What follows belongs to an exercise in optimizing a design on an open flow for small area; a production flow would make more cautious choices.
RTL that was checked went through simulation tests only; none was proved equivalent to the original.
For run 4, only the layout was checked, not whether the RTL still works.
Power and IR drop assume default switching activity. The clock port is modelled as an ideal driver; clocking choices that lean on that would not hold on a real chip.

==> standard.sh <==
#!/bin/bash
# synth_recipe.tcl (not shown) runs the flow's synth.tcl, then flattens the netlist and writes it again
# the make line also repeats each setting of config.mk as NAME=value (left out here)
make -C /OpenROAD-flow-scripts/flow DESIGN_CONFIG=/design/flow/config.mk WORK_HOME=/design/flow/orfs CLKGATE_MAP_FILE= SYNTH_SCRIPT=/design/flow/synth_recipe.tcl "${@:-finish}"
==> config.mk <==
export PLATFORM = sky130hd
export DESIGN_NAME = cpu_trace_buffer
export DESIGN_NICKNAME = cpu_trace_buffer
export VERILOG_FILES = /design/flow/design.v
export SDC_FILE = /design/flow/constraint.sdc
export NUM_CORES = 4
export LEC_CHECK = 0
export CAP_MARGIN = 20
export CORE_MARGIN = 2
export CORE_UTILIZATION = 60
export PLACE_DENSITY = 0.75
export SLEW_MARGIN = 20
export SYNTH_HIERARCHICAL = 1
export SYNTH_MINIMUM_KEEP_SIZE = 0
==> design.v <==
module cpu_trace_buffer #(
   parameter int DEPTH = 16,
   parameter int AW    = 4,
   parameter int POST  = 8
) (
   input  logic          clock,
   input  logic          reset,
   input  logic [31:0]   cpu_pc,
   input  logic [31:0]   cpu_inst,
   input  logic [31:0]   cpu_aluout,
   input  logic [31:0]   cpu_memout,
   input  logic          arm,
   input  logic [31:0]   trig_pc,
   input  logic          rd_en,
   output logic          rd_valid,
   output logic [31:0]   rd_pc,
   output logic [31:0]   rd_inst,
   output logic [31:0]   rd_aluout,
   output logic [31:0]   rd_memout,
   output logic [1:0]    state,
   output logic [AW:0]   count,
   output logic          triggered
);
   localparam int EW = 128;
   localparam logic [AW:0] LP_FULL = (AW+1)'(DEPTH);
   localparam logic [1:0] S_IDLE = 2'd0;
   localparam logic [1:0] S_PRE  = 2'd1;
   localparam logic [1:0] S_POST = 2'd2;
   localparam logic [1:0] S_DONE = 2'd3;
   logic [1:0]       r_state;
   logic [EW-1:0]    r_ring [DEPTH];
   logic [AW-1:0]    r_pos;
   logic [AW:0]      r_count;
   logic             r_rd_valid;
   logic             w_write;
   logic             w_hit;
   logic             w_read;
   logic             w_rearm;
   logic             w_to_done;
   logic [AW:0]      w_count_inc;
   logic [EW-1:0]    w_rd_entry;
   logic [EW-1:0]    w_wr_entry;
   assign w_wr_entry  = {cpu_pc, cpu_inst, cpu_aluout, cpu_memout};
   assign w_write     = (r_state == S_PRE) || (r_state == S_POST);
   assign w_hit       = (r_state == S_PRE) && (cpu_pc == trig_pc);
   assign w_rearm     = ((r_state == S_IDLE) || (r_state == S_DONE)) && arm;
   assign w_read      = (r_state == S_DONE) && !arm && rd_en && (r_count != '0);
   assign w_to_done   = (r_state == S_POST) && (r_pos == AW'(POST - 1));
   assign w_count_inc = (r_count == LP_FULL) ? r_count : r_count + 1'b1;
   logic [EW-1:0]    w_ring_in;
   logic             w_rot, w_rot_n;
   assign w_rot   = (r_state == S_DONE);
   assign w_rot_n = ~w_rot;
   for (genvar b = 0; b < EW; b++) begin : g_in
      ctb_ao22 u_ao (
         .a0(r_ring[DEPTH-1][b]), .s0(w_rot),
         .a1(w_wr_entry[b]),      .s1(w_rot_n),
         .y(w_ring_in[b]));
   end
   always_ff @(posedge clock) begin
      r_ring[0] <= w_ring_in;
      for (int i = 1; i < DEPTH; i++) r_ring[i] <= r_ring[i-1];
   end
   always_ff @(posedge clock) begin
      if (w_hit)          r_pos <= '0;
      else if (w_to_done) r_pos <= w_count_inc[AW-1:0];
      else if (!w_read)   r_pos <= r_pos + 1'b1;
   end
   always_ff @(posedge clock) begin
      if (reset) begin
         r_state     <= S_IDLE;
         r_count     <= '0;
         r_rd_valid  <= 1'b0;
      end else begin
         r_rd_valid <= w_read;
         case (r_state)
            S_IDLE:  if (arm) r_state <= S_PRE;
            S_PRE:   if (w_hit) r_state <= S_POST;
            S_POST:  if (w_to_done) r_state <= S_DONE;
            default: if (arm) r_state <= S_PRE;
         endcase
         if (w_rearm) r_count <= '0;
         if (w_write) r_count <= w_count_inc;
         if (w_read)  r_count <= r_count - 1'b1;
      end
   end
   logic [DEPTH-1:0] w_sel;
   always_comb
      for (int i = 0; i < DEPTH; i++) w_sel[i] = (r_pos == AW'(i));
   for (genvar b = 0; b < EW; b++) begin : g_rd
      logic [4:0] w_grp_n;
      for (genvar g = 0; g < 5; g++) begin : g_grp
         ctb_aoi222 u_aoi (
            .a0(r_ring[3*g][b]),   .s0(w_sel[3*g]),
            .a1(r_ring[3*g+1][b]), .s1(w_sel[3*g+1]),
            .a2(r_ring[3*g+2][b]), .s2(w_sel[3*g+2]),
            .y(w_grp_n[g]));
      end
      ctb_or_tail u_tail (
         .y_n(w_grp_n), .a(r_ring[15][b]), .s(w_sel[15]), .y(w_rd_entry[b]));
   end
   assign state     = r_state;
   assign count     = r_count;
   assign triggered = r_state[1];
   assign rd_valid  = r_rd_valid;
   assign rd_pc     = w_rd_entry[127:96];
   assign rd_inst   = w_rd_entry[95:64];
   assign rd_aluout = w_rd_entry[63:32];
   assign rd_memout = w_rd_entry[31:0];
endmodule
module ctb_aoi222 (
   input  logic a0, s0, a1, s1, a2, s2,
   output logic y
);
   assign y = ~((a0 & s0) | (a1 & s1) | (a2 & s2));
endmodule
module ctb_or_tail (
   input  logic [4:0] y_n,
   input  logic       a, s,
   output logic       y
);
   assign y = ~(&y_n) | (a & s);
endmodule
module ctb_ao22 (
   input  logic a0, s0, a1, s1,
   output logic y
);
   assign y = (a0 & s0) | (a1 & s1);
endmodule
==> constraint.sdc <==
create_clock -name core_clock -period 5.0 [get_ports {clock}]
set_input_delay 1.0000 -clock core_clock [delete_from_list [all_inputs] [get_ports {clock}]]
set_output_delay 1.0000 -clock core_clock [all_outputs]
set_load 0.01 [all_outputs]
==> flow/run.sh <==
#!/bin/bash
# Standard ORFS layout (the standard.sh) with two changes:
#  - port buffers use the smallest buffer cell (buf_1) instead of the default pick
#  - clock tree: larger sink clusters, no dummy loads
set -euo pipefail
bash standard.sh finish \
  "BUFFER_PORTS_ARGS=-buffer_cell sky130_fd_sc_hd__buf_1" \
  "CTS_ARGS=-sink_clustering_enable -repair_clock_nets -dont_use_dummy_load -sink_clustering_size 32 -sink_clustering_max_diameter 85" \
  > make_finish.log 2>&1
==> qor.yml, run 1 <==
run_status:
  status: "complete, no violations"
clocking:
  cts-resized-gates: 0
  cts.sinks: 2060
  h-tree-depth: 3
  cts_root_buffer: "clkbuf_16"
  cts.clk_slew.worst_paths_ns: 0.11
  clock_latency_ns: 0.66
  hold_buffers: 0
  cts_tree: "built"
  postCtsSetupRepairBufs: 0
  cts_buffer_depth: 3
  cts_buffers: 74
placement:
  postPlaceCellArea_um2: 55260
  dp_hpwl_mm: 70.07
  dpl.cell_count: 4857
  port_buffers: 300
  routabilityCongestion: 0.7717
synth:
  syn_inst: 3376
  synthTopCellsByArea: "dfxtp_1, a222oi_1, a22o_1, and3_1, nand4_1"
  ys_seq_area_frac: 0.7933
  synth_cell_types: 36
  synth_top_cells_by_count: "dfxtp_1, a222oi_1, nand2_1, and3_1, nand4_1"
  async_flop_share: 0
  ys.flop_type: "dfxtp_1"
  yosysTopAreaCell: "dfxtp_1"
  synth-edff-count: 0
  synth_nets: 3550
  synthMostInstantiatedCell: "dfxtp_1"
  syn_avg_cell_area_um2: 15.40
  netlist_area_um2: 51990
  synth_top_area_frac: 0.7933
  yosys_warnings: 9
  synth_seq_cells: 2060
sta:
  setup_viol: 0
  period_share: 0.8613
  rsz0062_at_grt: "false"
  fmax_ghz: 0.2322
  slew_headroom: 0.3378
  tns_ns: 0
  finalHoldViolations: 0
  fin_crit_ns: 4.306
  worstMarginPinSlew_ns: 0.9933
  skew_ns: 0.04954
  slew_viol_final: 0
worst_setup_path:
  cp.required_ns: 4.00
  reg2reg_depth: 6
  reg2reg_from: "r_state[1]$_SDFFE_PP0P_"
  cp_cell_sequence: "inv_1, ha_1, and3_4, buf_12, a222oi_1, and3_1, nand4_1, buf_1"
  endpoint_kind: "output pin"
  slowest_delay_ns: 0.74
  ff2ff_setup_slack_ns: 2.57
  critPathMaxFanout: 50
  arrival_ns: 3.31
  critPathBufInv: 3
  timing.rr.end: "r_count[2]$_SDFFE_PP0P_"
  critical_path_class: "reg -> out"
  crit_slowest_cell: "and3_4"
  path_delay_family: "simple AND/OR/NAND/NOR gates"
  crit_path_start_kind: "flop"
grt:
  grt.total_usage: 0.2783
  grt_pass1_wl_mm: 192.3
  grt_pass1_vias: 31917
  antenna_found_initial: 13
  grt-ovfl-total: 0
  grt_start_max_net_pins: 73
detailed_routing:
  wl_mm: 129.0
  drc_errors: 0
  vias_per_cell: 6.500
  vias: 32109
  first_iter_violations: 5250
  wl_per_cell_um: 26.12
  postRouteAntennaNets: 0
  first_pass_iters: 9
power:
  total_power_mw: 36.59
  max-vdd-ir-drop_mv: 0.4214
  p_per_area_nw_per_um2: 640.3
  leakagePower_nw: 22.12
floorplanning:
  pin_count: 301
  die_h_um: 298.4
  initial_core_util: 0.6077
  die_area_um2: 89010
  row_count: 107
  fp.dieW_um: 298.4
  core-area_um2: 85550
worst_hold_path:
  min_from: "r_ring[1][79]$_DFF_P_"
  hp-class: "reg -> reg"
  hold_end: "r_ring[2][79]$_DFF_P_"
  worstHoldPathCells: 0
layout:
  area_growth_pct: 9.904
  final_util: 0.6679
  final_cell_area_um2: 57130
  nets: 3963
  final_cells: 4940
  drive_above_1_share: 0.03644
job:
  drv_cap: 0
[worst max path at each step]
stage / startpoint / to / slack [ns] / cells after the start
floorplan: r_pos[3]$_SDFFE_PP0P_ / rd_aluout[0] / 0.55 / 5
global placement: r_pos[0]$_SDFFE_PP0P_ / rd_pc[16] / 1.53 / 7
detailed placement: r_pos[3]$_SDFFE_PP0P_ / rd_pc[20] / 1.45 / 7
CTS: r_pos[3]$_SDFFE_PP0P_ / rd_pc[20] / 0.73 / 7
global route: r_pos[3]$_SDFFE_PP0P_ / rd_pc[11] / 0.58 / 7
finish: r_pos[0]$_SDFFE_PP0P_ / rd_inst[11] / 0.69 / 8
[worst reg2reg max path, delay by kind of cell, from the launching register on]
| family | cells | cell delay [ns] |
|---|---|---|
| AOI/OAI and AO/OA | 2 | 0.30 |
| DFF | 1 | 0.53 |
| and+or+nand+nor | 3 | 0.96 |
| adders and majority gates | 1 | 0.50 |
[power breakdown]
group	internal [mW]	switching [mW]	total, mW
combinational	3.25	5.56	8.81
sequential	19.1	1.43	20.6
clock	2.70	4.53	7.23
total	25.1	11.5	36.6
[state kept, by name, summed over array words and instances (netlist names)]
name,count
r_count,5
r_pos,4
r_state,2
r_rd_valid,1
r_ring,2048
[cell families after synthesis]
kind of cell    after synthesis  synth area share
simple gates                458           0.04842
xor+xnor                     38          0.006402
buf+inv                      15          0.001348
flops                      2060            0.7933
fa+ha+maj                    10          0.002407
compound gates              795            0.1481
[layout make-up]
class	count	area, um2
Clock buffer	74	1852
Antenna cell	9	22.52
Sequential cell	2060	41240
Multi-Input combinational cell	1301	10740
Timing Repair Buffer	343	1812
Inverter	9	38.79
Fill cell	6097	28410
Tap cell	1144	1431
[Yosys stat by module (local to each module, per instance)]
module | flops+latches | copies in the design | area (um2) | cells
cpu_trace_buffer | 2060 | 1 | 42380 | 2224
ctb_aoi222 | 0 | 640 | 10.01 | 1
ctb_or_tail | 0 | 128 | 16.27 | 3
ctb_ao22 | 0 | 128 | 8.758 | 1
[metal layers]
metal  track usage  part of all wire
met5             0           0.00044
met4       0.08220             0.023
met3       0.04493             0.096
met2        0.4341              0.45
met1        0.4030              0.43
[through the flow]
| stage | hold slack (ns) | worst slack (ns) |
|---|---|---|
| final | 0.3132 | 0.6936 |
| after floorplan | 0.3305 | 0.5525 |
| after global routing | 0.3194 | 0.5828 |
| after CTS | 0.3124 | 0.7280 |
| after detailed placement | 0.3351 | 1.455 |
| after global placement | 0.3306 | 1.533 |
[cell usage in the layout (no fill, tap or decap), types with 3 or more instances in the layout]
| cell type | count |
|---|---|
| dfxtp_1 | 2060 |
| o21ai_0 | 6 |
| clkbuf_16 | 74 |
| a222oi_1 | 640 |
| ha_1 | 9 |
| a22o_1 | 128 |
| xor2_1 | 35 |
| nor3_1 | 4 |
| and3_1 | 131 |
| and3_4 | 4 |
| and2_4 | 12 |
| nor2b_1 | 3 |
| buf_1 | 300 |
| buf_12 | 29 |
| inv_1 | 8 |
| a31oi_1 | 3 |
| buf_4 | 14 |
| xnor2_1 | 3 |
| a21oi_1 | 7 |
| diode_2 | 9 |
| nor2_1 | 9 |
| nand2_1 | 138 |
| nor4_1 | 10 |
| nand4_1 | 131 |
| nand3_1 | 7 |
==> run 2: changes to the inputs <==
--- a/flow/run.sh
+++ b/flow/run.sh
@@ -6,4 +6,4 @@
 bash standard.sh finish \
   "BUFFER_PORTS_ARGS=-buffer_cell sky130_fd_sc_hd__buf_1" \
-  "CTS_ARGS=-sink_clustering_enable -repair_clock_nets -dont_use_dummy_load -sink_clustering_size 32 -sink_clustering_max_diameter 85" \
+  "CTS_ARGS=-sink_clustering_enable -repair_clock_nets -dont_use_dummy_load -sink_clustering_size 34 -sink_clustering_max_diameter 90 -tree_buf sky130_fd_sc_hd__clkbuf_8" \
   > make_finish.log 2>&1
==> qor.yml, run 2 <==
worst_setup_path:
  reg2reg_depth: 6  # unchanged
  cp.required_ns: 4.00  # about the same
  timing.rr.end: "r_count[2]$_SDFFE_PP0P_"
  arrival_ns: 3.29  # -0.02 ns
  critical_path_class: "reg -> out"
  crit_path_start: "r_pos[0]$_SDFFE_PP0P_"
  cp-endpoint: "rd_pc[14]"
  endpoint_kind: "output pin"
  reg2reg_from: "r_state[1]$_SDFFE_PP0P_"
  critPathMaxFanout: 50  # unchanged
  crit_path_start_kind: "flop"
  ff2ff_setup_slack_ns: 2.58  # about the same
grt:
  grt_pass1_wl_mm: 193.4  # +0.57%
  grt-ovfl-total: 0  # unchanged
  grt_pass1_vias: 32076  # +0.50%
  grt.total_usage: 0.2797  # +0.001378
  antenna_found_initial: 12  # -1
  grt_start_max_net_pins: 73  # unchanged
synth:
  synth_cell_types: 36  # unchanged
  ys.flop_type: "dfxtp_1"
  netlist_area_um2: 51990  # unchanged
  syn_inst: 3376  # unchanged
  synthTopCellsByArea: "dfxtp_1, a222oi_1, a22o_1, and3_1, nand4_1"
  synth_seq_cells: 2060  # unchanged
  synth_top_area_frac: 0.7933  # unchanged
  yosysTopAreaCell: "dfxtp_1"
  syn_avg_cell_area_um2: 15.40  # unchanged
  synth-edff-count: 0  # unchanged
  synthMostInstantiatedCell: "dfxtp_1"
  async_flop_share: 0  # unchanged
  yosys_warnings: 9  # unchanged
  synth_top_cells_by_count: "dfxtp_1, a222oi_1, nand2_1, and3_1, nand4_1"
  synth_nets: 3550  # unchanged
  ys_seq_area_frac: 0.7933  # unchanged
placement:
  routabilityCongestion: 0.7717  # unchanged
  place_ws_ns: 1.455  # unchanged
  dp_hpwl_mm: 70.07  # unchanged
  dpl.cell_count: 4857  # unchanged
  postPlaceCellArea_um2: 55260  # unchanged
  port_buffers: 300  # unchanged
clocking:
  cts_buffers: 71  # -4.1%
  cts.clk_slew.worst_paths_ns: 0.12  # about the same
  cts_root_buffer: "clkbuf_16"
  cts.sinks: 2060  # unchanged
  cts_tree: "built"
  h-tree-depth: 3  # unchanged
  cts_buffer_depth: 3  # unchanged
  postCtsSetupRepairBufs: 0  # unchanged
  cts-resized-gates: 0  # unchanged
  hold_buffers: 0  # unchanged
  clock_latency_ns: 0.67  # about the same
floorplanning:
  die_area_um2: 89010  # unchanged
  die_h_um: 298.4  # unchanged
  fp.dieW_um: 298.4  # unchanged
  pin_count: 301  # unchanged
  row_count: 107  # unchanged
  core-area_um2: 85550  # unchanged
  initial_core_util: 0.6077  # unchanged
layout:
  area_growth_pct: 9.750
  top_regs: "r_ring x2048, r_count x5, r_pos x4"
  final_cell_area_um2: 57050  # -0.14%
  drive_above_1_share: 0.03568  # -0.0007639
  nets: 3960  # -0.076%
  largest_register: "r_ring"
  largest_reg_flops: 2048  # unchanged
  final_cells: 4935  # -0.10%
  layout_commonest_cell: "dfxtp_1"
  most-common-layout-cells: "dfxtp_1, a222oi_1, buf_1"
sta:
  fmax_ghz: 0.2329  # +0.30%
  slew_headroom: 0.3352  # -0.002605
  fin_crit_ns: 4.294  # -0.01280 ns
  worstMarginPinSlew_ns: 0.9972  # +0.003908 ns
  finalHoldViolations: 0  # unchanged
  skew_ns: 0.04528  # -0.004266 ns
  rsz0062_at_grt: "false"
  slew_viol_final: 0  # unchanged
  worst_slack_ns: 0.7064  # +0.01280 ns
  tns_ns: 0  # unchanged
  setup_viol: 0  # unchanged
  period_share: 0.8587  # -0.002559
detailed_routing:
  wl_per_cell_um: 26.16  # +0.13%
  highest_layer: "met5"
  vias_per_cell: 6.545  # +0.70%
  met3_wirelength_mm: 12.65  # +2.6%
  drc_errors: 0  # unchanged
  m1WireLength_mm: 54.84  # -0.60%
  postRouteAntennaNets: 0  # unchanged
  wl_mm: 129.1  # about the same
  first_iter_violations: 5189  # -1.2%
  wl_met2_mm: 58.70  # +0.37%
  vias: 32301  # +0.60%
  first_pass_iters: 12  # +3
run_status:
  status: "complete, no violations"
worst_hold_path:
  hp-class: "reg -> reg"
power:
  leakagePower_nw: 22.08  # -0.17%
  p_per_area_nw_per_um2: 639.1  # -0.19%
  max-vdd-ir-drop_mv: 0.4209  # -0.12%
job:
  drv_cap: 0  # unchanged
## run 2: where the power goes
group | switching, mW | total [mW] | leakage [nW] | internal, mW
logic | 5.58 | 8.83 | 3.83 | 3.25
clock network | 4.49 | 7.08 | 0.875 | 2.59
registers | 1.44 | 20.6 | 17.4 | 19.1
total | 11.5 | 36.5 | 22.1 | 25.0
## run 2: worst max-delay path: stages (launching register included)
cell,delay [ns]
dfxtp_1,0.39
inv_1,0.10
ha_1,0.26
and3_4,0.72
buf_12,0.41
a222oi_1,0.17
and3_1,0.21
nand4_1,0.09
buf_1,0.28
## run 2: Yosys stat by module (local to each module, per instance)
module | cells | flops+latches | area (um2)
cpu_trace_buffer | 2224 | 2060 | 42380
ctb_or_tail | 3 | 0 | 16.27
ctb_aoi222 | 1 | 0 | 10.01
ctb_ao22 | 1 | 0 | 8.758
## run 2: worst min path at each step
stage | slack, ns | start | endpoint | depth (start not counted)
finish | 0.31 | r_ring[2][73]$_DFF_P_ | r_ring[3][73]$_DFF_P_ | 0
detailed placement | 0.34 | r_ring[3][111]$_DFF_P_ | r_ring[4][111]$_DFF_P_ | 0
CTS | 0.31 | r_ring[5][17]$_DFF_P_ | r_ring[6][17]$_DFF_P_ | 0
global placement | 0.33 | r_ring[12][107]$_DFF_P_ | r_ring[13][107]$_DFF_P_ | 0
global route | 0.31 | r_ring[9][120]$_DFF_P_ | r_ring[10][120]$_DFF_P_ | 0
floorplan | 0.33 | r_ring[9][0]$_DFF_P_ | r_ring[10][0]$_DFF_P_ | 0
## run 2: cell families (layout without fill, tap and decap cells)
logic type / count (synthesis) / after routing / synth area share
XOR/XNOR: 38 / 38 / 0.006402
adder cells (fa/ha/maj): 10 / 10 / 0.002407
other: 0 / 7 / 0
flip-flops: 2060 / 2060 / 0.7933
AO/OA/AOI/OAI: 795 / 795 / 0.1481
buffers and inverters: 15 / 423 / 0.001348
AND/OR/NAND/NOR: 458 / 458 / 0.04842
## run 2: final cells by class
class	count	area (um2)
repair buffers	343	1812
multi-input cells	1301	10740
fillers	6121	28490
flip-flops and latches	2060	41240
inverters	9	38.79
clock buffers	71	1777
diodes	7	17.52
well taps	1144	1431
## run 2: routing by layer
metal | global-route usage | vias up
met3 | 0.04835 | 196
met4 | 0.07598 | 12
met5 | 0 | -
met2 | 0.4417 | 1616
li1 | - | 14399
met1 | 0.4008 | 16078
## run 2: through the flow
step                total power [mW]    util  hold slack [ns]
CTS                            36.46  0.6667           0.3142
finish                         36.46  0.6669           0.3109
detailed placement             29.56  0.6460           0.3351
global route                   37.88  0.6669           0.3125
global placement               29.41  0.6460           0.3306
floorplan                      25.43       -           0.3305
==> run 3: changes to the inputs <==
==> flow/run.sh (replaced) <==
#!/bin/bash
# Standard ORFS layout (the standard.sh) with two changes:
#  - port buffers use the smallest buffer cell (buf_1) instead of the default pick
#  - clock tree: larger sink clusters, no dummy loads
set -euo pipefail
bash standard.sh finish \
  "BUFFER_PORTS_ARGS=-buffer_cell sky130_fd_sc_hd__buf_1" \
  "CTS_ARGS=-sink_clustering_enable -repair_clock_nets -dont_use_dummy_load -sink_clustering_size 34 -sink_clustering_max_diameter 90" \
  > make_finish.log 2>&1
==> qor.yml, run 3 <==
run_status:
  status: "complete, no violations"
layout:
  top_regs: "r_ring x2048, r_count x5, r_pos x4"
  drive_above_1_share: 0.03568  # unchanged
  final_util: 0.6669  # unchanged
  layout_commonest_cell: "dfxtp_1"
  area_growth_pct: 9.750  # unchanged
  final_cells: 4935  # unchanged
  most-common-layout-cells: "dfxtp_1, a222oi_1, buf_1"
  nets: 3960  # unchanged
  fillers: 6121  # unchanged
  largest_register: "r_ring"
  largest_reg_flops: 2048  # unchanged
sta:
  period_share: 0.8587  # unchanged
  whs_ns: 0.3109  # unchanged
  rsz0062_at_grt: "false"
  worstMarginPinSlew_ns: 0.9972  # unchanged
  skew_ns: 0.04528  # unchanged
  fmax_ghz: 0.2329  # unchanged
  tns_ns: 0  # unchanged
  slew_headroom: 0.3352  # unchanged
  slew_viol_final: 0  # unchanged
  setup_viol: 0  # unchanged
  fin_crit_ns: 4.294  # unchanged
  finalHoldViolations: 0  # unchanged
worst_hold_path:
  hp-class: "reg -> reg"
detailed_routing:
  postRouteAntennaNets: 0  # unchanged
  first_iter_violations: 5189  # unchanged
  wl_mm: 129.1  # unchanged
  first_pass_iters: 12  # unchanged
  wl_per_cell_um: 26.16  # unchanged
  drc_errors: 0  # unchanged
  vias: 32301  # unchanged
  vias_per_cell: 6.545  # unchanged
clocking:
  cts-resized-gates: 0  # unchanged
  clock_latency_ns: 0.67  # about the same
  cts_root_buffer: "clkbuf_16"
  postCtsSetupRepairBufs: 0  # unchanged
  hold_buffers: 0  # unchanged
  cts.clk_slew.worst_paths_ns: 0.12  # about the same
  cts_buffer_depth: 3  # unchanged
  cts.sinks: 2060  # unchanged
  cts_buffers: 71  # unchanged
  cts_tree: "built"
  h-tree-depth: 3  # unchanged
placement:
  dp_hpwl_mm: 70.07  # unchanged
  routabilityCongestion: 0.7717  # unchanged
  dpl.cell_count: 4857  # unchanged
  port_buffers: 300  # unchanged
worst_setup_path:
  cp_cell_sequence: "inv_1, ha_1, and3_4, buf_12, a222oi_1, and3_1, nand4_1, buf_1"
  endpoint_kind: "output pin"
  arrival_ns: 3.29  # about the same
  cp.required_ns: 4.00  # about the same
  critical_path_class: "reg -> out"
  crit_slowest_cell: "and3_4"
  critPathBufInv: 3  # unchanged
  critPathMaxFanout: 50  # unchanged
  slowest_delay_ns: 0.72  # about the same
  path_delay_family: "simple AND/OR/NAND/NOR gates"
  crit_path_start_kind: "flop"
synth:
  yosys_warnings: 9  # unchanged
  synth_top_cells_by_count: "dfxtp_1, a222oi_1, nand2_1, and3_1, nand4_1"
  netlist_area_um2: 51990  # unchanged
  syn_inst: 3376  # unchanged
  ys.flop_type: "dfxtp_1"
  synth_nets: 3550  # unchanged
  synth_top_area_frac: 0.7933  # unchanged
  syn_avg_cell_area_um2: 15.40  # unchanged
  synth_cell_types: 36  # unchanged
  synthTopCellsByArea: "dfxtp_1, a222oi_1, a22o_1, and3_1, nand4_1"
  synth-edff-count: 0  # unchanged
  ys_seq_area_frac: 0.7933  # unchanged
  yosysTopAreaCell: "dfxtp_1"
  synth_seq_cells: 2060  # unchanged
  synthMostInstantiatedCell: "dfxtp_1"
  async_flop_share: 0  # unchanged
floorplanning:
  core-area_um2: 85550  # unchanged
  fp.dieW_um: 298.4  # unchanged
  die_h_um: 298.4  # unchanged
  initial_core_util: 0.6077  # unchanged
  die_area_um2: 89010  # unchanged
  pin_count: 301  # unchanged
  row_count: 107  # unchanged
power:
  p_per_area_nw_per_um2: 639.1  # unchanged
  max-vdd-ir-drop_mv: 0.4209  # unchanged
  total_power_mw: 36.46  # unchanged
  leakagePower_nw: 22.08  # unchanged
grt:
  grt_pass1_vias: 32076  # unchanged
  grt.total_usage: 0.2797  # unchanged
  grt_start_max_net_pins: 73  # unchanged
  antenna_found_initial: 12  # unchanged
  grt_pass1_wl_mm: 193.4  # unchanged
  grt-ovfl-total: 0  # unchanged
job:
  drv_cap: 0  # unchanged
run 3: cell counts in the layout (fill, tap and decap cells not counted):
Identical to the previous run, type by type.
run 3: cells by family after synthesis:
| kind of cell | Yosys count | synth area share |
|---|---|---|
| AOI/OAI and AO/OA | 795 | 0.1481 |
| xor gates and xnor gates | 38 | 0.006402 |
| adders and majority gates | 10 | 0.002407 |
| buffers and inverters | 15 | 0.001348 |
| DFF | 2060 | 0.7933 |
| and+or+nand+nor | 458 | 0.04842 |
run 3: Yosys stat by module (local to each module, per instance):
| module | times used | cells inside | flops+latches |
|---|---|---|---|
| ctb_aoi222 | 640 | 1 | 0 |
| ctb_or_tail | 128 | 3 | 0 |
| ctb_ao22 | 128 | 1 | 0 |
| cpu_trace_buffer | 1 | 2224 | 2060 |
run 3: worst paths after layout:
path	startpoint	end	slack (ns)	cells after the start
worst max register to register	r_state[1]$_SDFFE_PP0P_	r_count[2]$_SDFFE_PP0P_	2.58	6
worst max-delay path	r_pos[0]$_SDFFE_PP0P_	rd_pc[14]	0.71	8
worst min-delay path	r_ring[2][73]$_DFF_P_	r_ring[3][73]$_DFF_P_	0.31	0
worst min register to register	r_ring[2][73]$_DFF_P_	r_ring[3][73]$_DFF_P_	0.31	0
run 3: cell type report:
type,instances,area (um2),share of cell area
repair buffers,343,1812,0.03175
flip-flops and latches,2060,41240,0.7228
multi-input cells,1301,10740,0.1882
diodes,7,17.52,0.0003070
clock buffers,71,1777,0.03114
well taps,1144,1431,0.02509
inverters,9,38.79,0.0006798
run 3: where the power goes:
group	switching (mW)	total [mW]	leakage [nW]	internal (mW)
combinational	5.58	8.83	3.83	3.25
sequential	1.44	20.6	17.4	19.1
clock	4.49	7.08	0.875	2.59
run 3: metrics by stage:
stage / cell area [um2] / setup WS, ns
final: 57050 / 0.7064
after global placement: 55260 / 1.533
after detailed placement: 55260 / 1.455
after CTS: 57040 / 0.7438
after global routing: 57050 / 0.5742
after floorplan: 51990 / 0.5525
run 3: routing by layer:
| layer | vias up | track usage | share of wire |
|---|---|---|---|
| met4 | 12 | 0.07598 | 0.022 |
| met2 | 1616 | 0.4417 | 0.45 |
| met3 | 196 | 0.04835 | 0.098 |
| met1 | 16078 | 0.4008 | 0.42 |
| met5 | - | 0 | 0.00057 |
| li1 | 14399 | - | - |
==> run 4: changes to the inputs <==
==> design.v (replaced) <==
module cpu_trace_buffer #(
   parameter int DEPTH = 16,
   parameter int AW    = 4,
   parameter int POST  = 8
) (
   input  logic          clock,
   input  logic          reset,
   input  logic [31:0]   cpu_pc,
   input  logic [31:0]   cpu_inst,
   input  logic [31:0]   cpu_aluout,
   input  logic [31:0]   cpu_memout,
   input  logic          arm,
   input  logic [31:0]   trig_pc,
   input  logic          rd_en,
   output logic          rd_valid,
   output logic [31:0]   rd_pc,
   output logic [31:0]   rd_inst,
   output logic [31:0]   rd_aluout,
   output logic [31:0]   rd_memout,
   output logic [1:0]    state,
   output logic [AW:0]   count,
   output logic          triggered
);
   localparam int EW = 128;
   localparam logic [AW:0]   LP_FULL = (AW+1)'(DEPTH);
   localparam logic [AW-1:0] LP_POST = AW'(POST);
   typedef enum logic [1:0] {
      S_IDLE = 2'd0,
      S_PRE  = 2'd1,
      S_POST = 2'd2,
      S_DONE = 2'd3
   } state_t;
   state_t           r_state;
   state_t           w_next;
   logic [EW-1:0]    r_mem [DEPTH];
   logic [AW-1:0]    r_wr_ptr;
   logic [AW-1:0]    r_rd_ptr;
   logic [AW:0]      r_count;
   logic [AW-1:0]    r_post_rem;
   logic             r_triggered;
   logic             r_rd_valid;
   logic [31:0]      r_rd_pc;
   logic [31:0]      r_rd_inst;
   logic [31:0]      r_rd_aluout;
   logic             w_write;
   logic             w_hit;
   logic             w_read;
   logic             w_rearm;
   logic             w_to_done;
   logic [AW-1:0]    w_wr_ptr_inc;
   logic [AW:0]      w_count_inc;
   logic [EW-1:0]    w_wr_entry;
   logic [EW-1:0]    w_rd_entry;
   logic [31:0]      r_rd_memout;
   assign w_wr_entry = {cpu_pc, cpu_inst, cpu_aluout, cpu_memout};
   assign rd_memout  = r_rd_memout;
   assign w_rd_entry   = r_mem[r_rd_ptr];
   assign w_wr_ptr_inc = r_wr_ptr + 1'b1;
   assign w_count_inc  = (r_count == LP_FULL) ? r_count : r_count + 1'b1;
   assign w_to_done    = (w_next == S_DONE) && (r_state != S_DONE);
   always_ff @(posedge clock) begin
      if (reset) r_state <= S_IDLE;
      else       r_state <= w_next;
   end
   always_comb begin
      w_next  = r_state;
      w_write = 1'b0;
      w_hit   = 1'b0;
      w_read  = 1'b0;
      w_rearm = 1'b0;
      case (r_state)
         S_IDLE: begin
            if (arm) begin
               w_next  = S_PRE;
               w_rearm = 1'b1;
            end
         end
         S_PRE: begin
            w_write = 1'b1;
            if (cpu_pc == trig_pc) begin
               w_hit  = 1'b1;
               w_next = (POST == 0) ? S_DONE : S_POST;
            end
         end
         S_POST: begin
            w_write = 1'b1;
            if (r_post_rem == AW'(1)) w_next = S_DONE;
         end
         S_DONE: begin
            if (arm) begin
               w_next  = S_PRE;
               w_rearm = 1'b1;
            end else if (rd_en && (r_count != '0)) begin
               w_read = 1'b1;
            end
         end
         default: w_next = S_IDLE;
      endcase
   end
   always_ff @(posedge clock) begin
      if (w_write && !reset) r_mem[r_wr_ptr] <= w_wr_entry;
   end
   always_ff @(posedge clock) begin
      if (reset) begin
         r_wr_ptr    <= '0;
         r_rd_ptr    <= '0;
         r_count     <= '0;
         r_post_rem  <= '0;
         r_triggered <= 1'b0;
         r_rd_valid  <= 1'b0;
         r_rd_pc     <= '0;
         r_rd_inst   <= '0;
         r_rd_aluout <= '0;
         r_rd_memout <= '0;
      end else begin
         r_rd_valid <= 1'b0;
         if (w_rearm) begin
            r_wr_ptr    <= '0;
            r_count     <= '0;
            r_triggered <= 1'b0;
         end
         if (w_write) begin
            r_wr_ptr <= w_wr_ptr_inc;
            r_count  <= w_count_inc;
            if (w_hit) begin
               r_triggered <= 1'b1;
               r_post_rem  <= LP_POST;
            end else if (r_state == S_POST) begin
               r_post_rem  <= r_post_rem - 1'b1;
            end
         end
         if (w_to_done) r_rd_ptr <= (w_count_inc == LP_FULL) ? w_wr_ptr_inc : '0;
         if (w_read) begin
            r_rd_valid  <= 1'b1;
            r_rd_pc     <= w_rd_entry[EW-1 -: 32];
            r_rd_inst   <= w_rd_entry[EW-33 -: 32];
            r_rd_aluout <= w_rd_entry[EW-65 -: 32];
            r_rd_memout <= w_rd_entry[31:0];
            r_rd_ptr    <= r_rd_ptr + 1'b1;
            r_count     <= r_count - 1'b1;
         end
      end
   end
   assign state     = r_state;
   assign count     = r_count;
   assign triggered = r_triggered;
   assign rd_valid  = r_rd_valid;
   assign rd_pc     = r_rd_pc;
   assign rd_inst   = r_rd_inst;
   assign rd_aluout = r_rd_aluout;
endmodule
==> run.sh (new file) <==
#!/bin/bash
# synth_recipe.tcl (not shown) runs the flow's synth.tcl, then flattens the netlist and writes it again
# the make line also repeats each setting of config.mk as NAME=value (left out here)
make -C /OpenROAD-flow-scripts/flow DESIGN_CONFIG=/design/flow/config.mk WORK_HOME=/design/flow/orfs CLKGATE_MAP_FILE= SYNTH_SCRIPT=/design/flow/synth_recipe.tcl finish
--- a/config.mk
+++ b/config.mk
@@ -8,7 +8,4 @@
 export CAP_MARGIN = 20
 export CORE_MARGIN = 2
-export CORE_UTILIZATION = 60
-export PLACE_DENSITY = 0.75
+export CORE_UTILIZATION = 40
 export SLEW_MARGIN = 20
-export SYNTH_HIERARCHICAL = 1
-export SYNTH_MINIMUM_KEEP_SIZE = 0
removed: flow/run.sh
removed: standard.sh
==> qor.yml, run 4 <==
run_status:
  status: "complete, no violations"
floorplanning:
  initial_core_util: 0.4018  # -0.2058
  row_count: 167  # +56%
  die_area_um2: 211300  # +140%
  die_h_um: 459.6  # +54%
  pin_count: 301  # unchanged
  fp.dieW_um: 459.6  # +54%
  core-area_um2: 206700  # +140%
placement:
  port_buffers: 300  # unchanged
  dp_hpwl_mm: 100.8  # +44%
  postPlaceCellArea_um2: 89730  # +62%
  routabilityCongestion: 0.7363  # -4.6%
synth:
  syn_inst: 3653  # +8.2%
  synthTopCellsByArea: "edfxtp_1, mux4_2, dfxtp_1, nand2_1, a21oi_1"
  syn_avg_cell_area_um2: 22.73  # +48%
  synth_top_area_frac: 0.7406  # -0.05268
  yosys_warnings: 1  # -8
  async_flop_share: 0  # unchanged
  synth_seq_cells: 2197  # +6.7%
  synth_nets: 3831  # +7.9%
  synthMostInstantiatedCell: "edfxtp_1"
  synth-edff-count: 2048  # +2048
  ys_seq_area_frac: 0.7765  # -0.01676
  synth_top_cells_by_count: "edfxtp_1, mux4_2, nand2_1, dfxtp_1, a21oi_1"
  netlist_area_um2: 83040  # +60%
  yosysTopAreaCell: "edfxtp_1"
  synth_cell_types: 56  # +56%
  ys.flop_type: "edfxtp_1"
sta:
  slew_viol_final: 0  # unchanged
  setup_viol: 0  # unchanged
  finalHoldViolations: 0  # unchanged
  rsz0062_at_grt: "false"
  fin_crit_ns: 3.288  # -1.006 ns
  slew_headroom: 0.1490  # -0.1862
  fmax_ghz: 0.3041  # +31%
  skew_ns: 0.04940  # +0.004126 ns
  worstMarginPinSlew_ns: 1.276  # +0.2793 ns
  period_share: 0.6576  # -0.2011
worst_setup_path:
  critPathBufInv: 1  # -2
  reg2reg_depth: 6  # unchanged
  reg2reg_from: "r_state[0]$_SDFF_PP0_"
  cp.depth: 1  # -7
  crit_slowest_cell: "clkdlybuf4s50_1"
  crit_path_start_kind: "flop"
  critical_path_class: "reg -> out"
  cp.required_ns: 4.00  # about the same
  ff2ff_setup_slack_ns: 1.80  # -0.78 ns
  cp-endpoint: "count[2]"
  cp_cell_sequence: "clkdlybuf4s50_1"
  path_delay_family: "buffers and inverters"
  arrival_ns: 2.29  # -1.00 ns
  endpoint_kind: "output pin"
  slowest_delay_ns: 0.79  # +0.07 ns
  critPathMaxFanout: 13  # -74%
  timing.rr.end: "r_mem[1][35]$_DFFE_PP_"
  crit_path_start: "r_count[2]$_SDFFE_PP0P_"
clocking:
  cts_buffer_depth: 3  # unchanged
  cts.sinks: 2197  # +6.7%
  cts_root_buffer: "clkbuf_16"
  cts_tree: "built"
  h-tree-depth: 4  # +1
  clock_latency_ns: 0.86  # +0.19 ns
  cts_buffers: 220  # +210%
  cts-resized-gates: 0  # unchanged
  cts.clk_slew.worst_paths_ns: 0.06  # -0.06 ns
  postCtsSetupRepairBufs: 0  # unchanged
  hold_buffers: 0  # unchanged
grt:
  grt-ovfl-total: 0  # unchanged
  grt_pass1_vias: 40023  # +25%
  grt_pass1_wl_mm: 293.8  # +52%
  grt.total_usage: 0.1943  # -0.08537
  grt_start_max_net_pins: 107  # +47%
  antenna_found_initial: 34  # +22
layout:
  largest_register: "r_mem"
  final_util: 0.4699  # -0.1971
  most-common-layout-cells: "edfxtp_1, mux4_2, clkdlybuf4s50_1"
  layout_commonest_cell: "edfxtp_1"
  final_cell_area_um2: 97100  # +70%
  drive_above_1_share: 0.2519  # +0.2163
  nets: 4244  # +7.2%
  largest_reg_flops: 2048  # unchanged
  area_growth_pct: 16.93
power:
  max-vdd-ir-drop_mv: 0.3751  # -11%
  leakagePower_nw: 28.91  # +31%
  total_power_mw: 41.60  # +14%
  p_per_area_nw_per_um2: 428.4  # -33%
detailed_routing:
  first_pass_iters: 7  # -5
  postRouteAntennaNets: 0  # unchanged
  wl_per_cell_um: 29.41  # +12%
  drc_errors: 0  # unchanged
  wl_mm: 205.1  # +59%
  vias_per_cell: 5.572  # -15%
  first_iter_violations: 3756  # -28%
  vias: 38853  # +20%
job:
  drv_cap: 0  # unchanged
worst_hold_path:
  worstHoldPathCells: 2  # +2
  hp-class: "reg -> reg"
run 4: metal layers:
layer  routed length, um  GRT usage  up-vias
li1                    -          -    16170
met1               85590     0.2624    21212
met2              104200     0.3288     1150
met3               10580    0.02949      303
met4                4634    0.05390       18
met5                 104          0        -
run 4: how the worst min path moves through the flow:
stage	from	endpoint	slack (ns)
2_1_floorplan	r_post_rem[3]$_SDFFE_PP0P_	r_post_rem[3]$_SDFFE_PP0P_	0.44
3_3_place_gp	r_rd_aluout[29]$_SDFFE_PP0P_	r_rd_aluout[29]$_SDFFE_PP0P_	0.44
3_5_place_dp	r_rd_aluout[25]$_SDFFE_PP0P_	r_rd_aluout[25]$_SDFFE_PP0P_	0.45
4_1_cts	r_rd_aluout[25]$_SDFFE_PP0P_	r_rd_aluout[25]$_SDFFE_PP0P_	0.46
5_1_grt	r_rd_memout[23]$_SDFFE_PP0P_	r_rd_memout[23]$_SDFFE_PP0P_	0.47
6_report	r_rd_memout[23]$_SDFFE_PP0P_	r_rd_memout[23]$_SDFFE_PP0P_	0.45
run 4: cells by family after synthesis:
group,count (synthesis),synth area share
compound gates,203,0.01412
buf+inv,213,0.01377
flops,2197,0.7765
xor+xnor,38,0.004008
fa+ha+maj,14,0.002109
mux,641,0.1720
simple gates,347,0.01743
run 4: worst register-to-register path, cell delays in order, from the launching register on:
cell and delay [ns]:
dfxtp_1 0.46, inv_1 0.07, ha_1 0.51, nor2_1 0.30, nand2_1 0.32, nor3_4 0.30, buf_4 0.76
run 4: power breakdown:
group	switching [mW]	leakage, nW	internal, mW
clock	6.99	3.57	9.55
sequential	0.217	19.6	20.6
combinational	2.26	5.71	2.01
total	9.46	28.9	32.1
run 4: layout make-up:
cell class / instances / area (um2)
Clock inverter: 95 / 1107
Tap cell: 2704 / 3383
Antenna cell: 10 / 25.02
Sequential cell: 2197 / 64500
Clock buffer: 320 / 6235
Fill cell: 16917 / 109600
Timing Repair Buffer: 389 / 4230
Inverter: 15 / 56.30
Multi-Input combinational cell: 1243 / 17560
run 4: through the flow:
| step | setup slack [ns] | std cells | TNS (ns) | hold slack (ns) |
|---|---|---|---|---|
| after floorplan | -1.923 | 3653 | -728.03 | 0.4352 |
| after global placement | 0.8195 | 6547 | 0 | 0.4433 |
| after detailed placement | 0.8610 | 6548 | 0 | 0.4484 |
| after CTS | 1.619 | 6963 | 0 | 0.4562 |
| after global routing | 1.526 | 6969 | 0 | 0.4744 |
| final | 1.712 | 6973 | 0 | 0.4543 |

[re-timing with driven ports]
The results above use ideal ports. As a check the final layouts listed here were re-extracted and re-timed, cells and wires unchanged. Step 1 sets driving cells, clkbuf_16 on the clock port and buf_2 on the other inputs (assumed; they add their load-dependent delay and slew). Step 2 adds t to the input delays and takes it off the output delays; t is the mean of the earliest and latest rising clock arrival at the registers after step 1. Input paths then give back, and output paths get back, about the clock's delay inside the block. Slacks: no drivers / after step 1 / after step 2; pairs: no drivers / after step 1.
run	shift t [ns]	setup WS [ns]	worst hold slack (ns)	latest minus earliest clock arrival (ns)
run 1	0.704	0.694 / 0.623 / 1.327	0.313 / 0.313 / 0.313	0.052 / 0.052
run 2	0.710	0.706 / 0.635 / 1.345	0.311 / 0.311 / 0.311	0.055 / 0.056
run 3	0.710	0.706 / 0.635 / 1.345	0.311 / 0.311 / 0.311	0.055 / 0.056
run 4	0.921	1.712 / 1.630 / 0.859	0.454 / 0.454 / 0.454	0.058 / 0.057
After both steps every run listed still meets setup and hold. For run 4, which loses most, drivers alone change the setup slack by -0.082 ns; drivers and shift together by -0.853 ns.
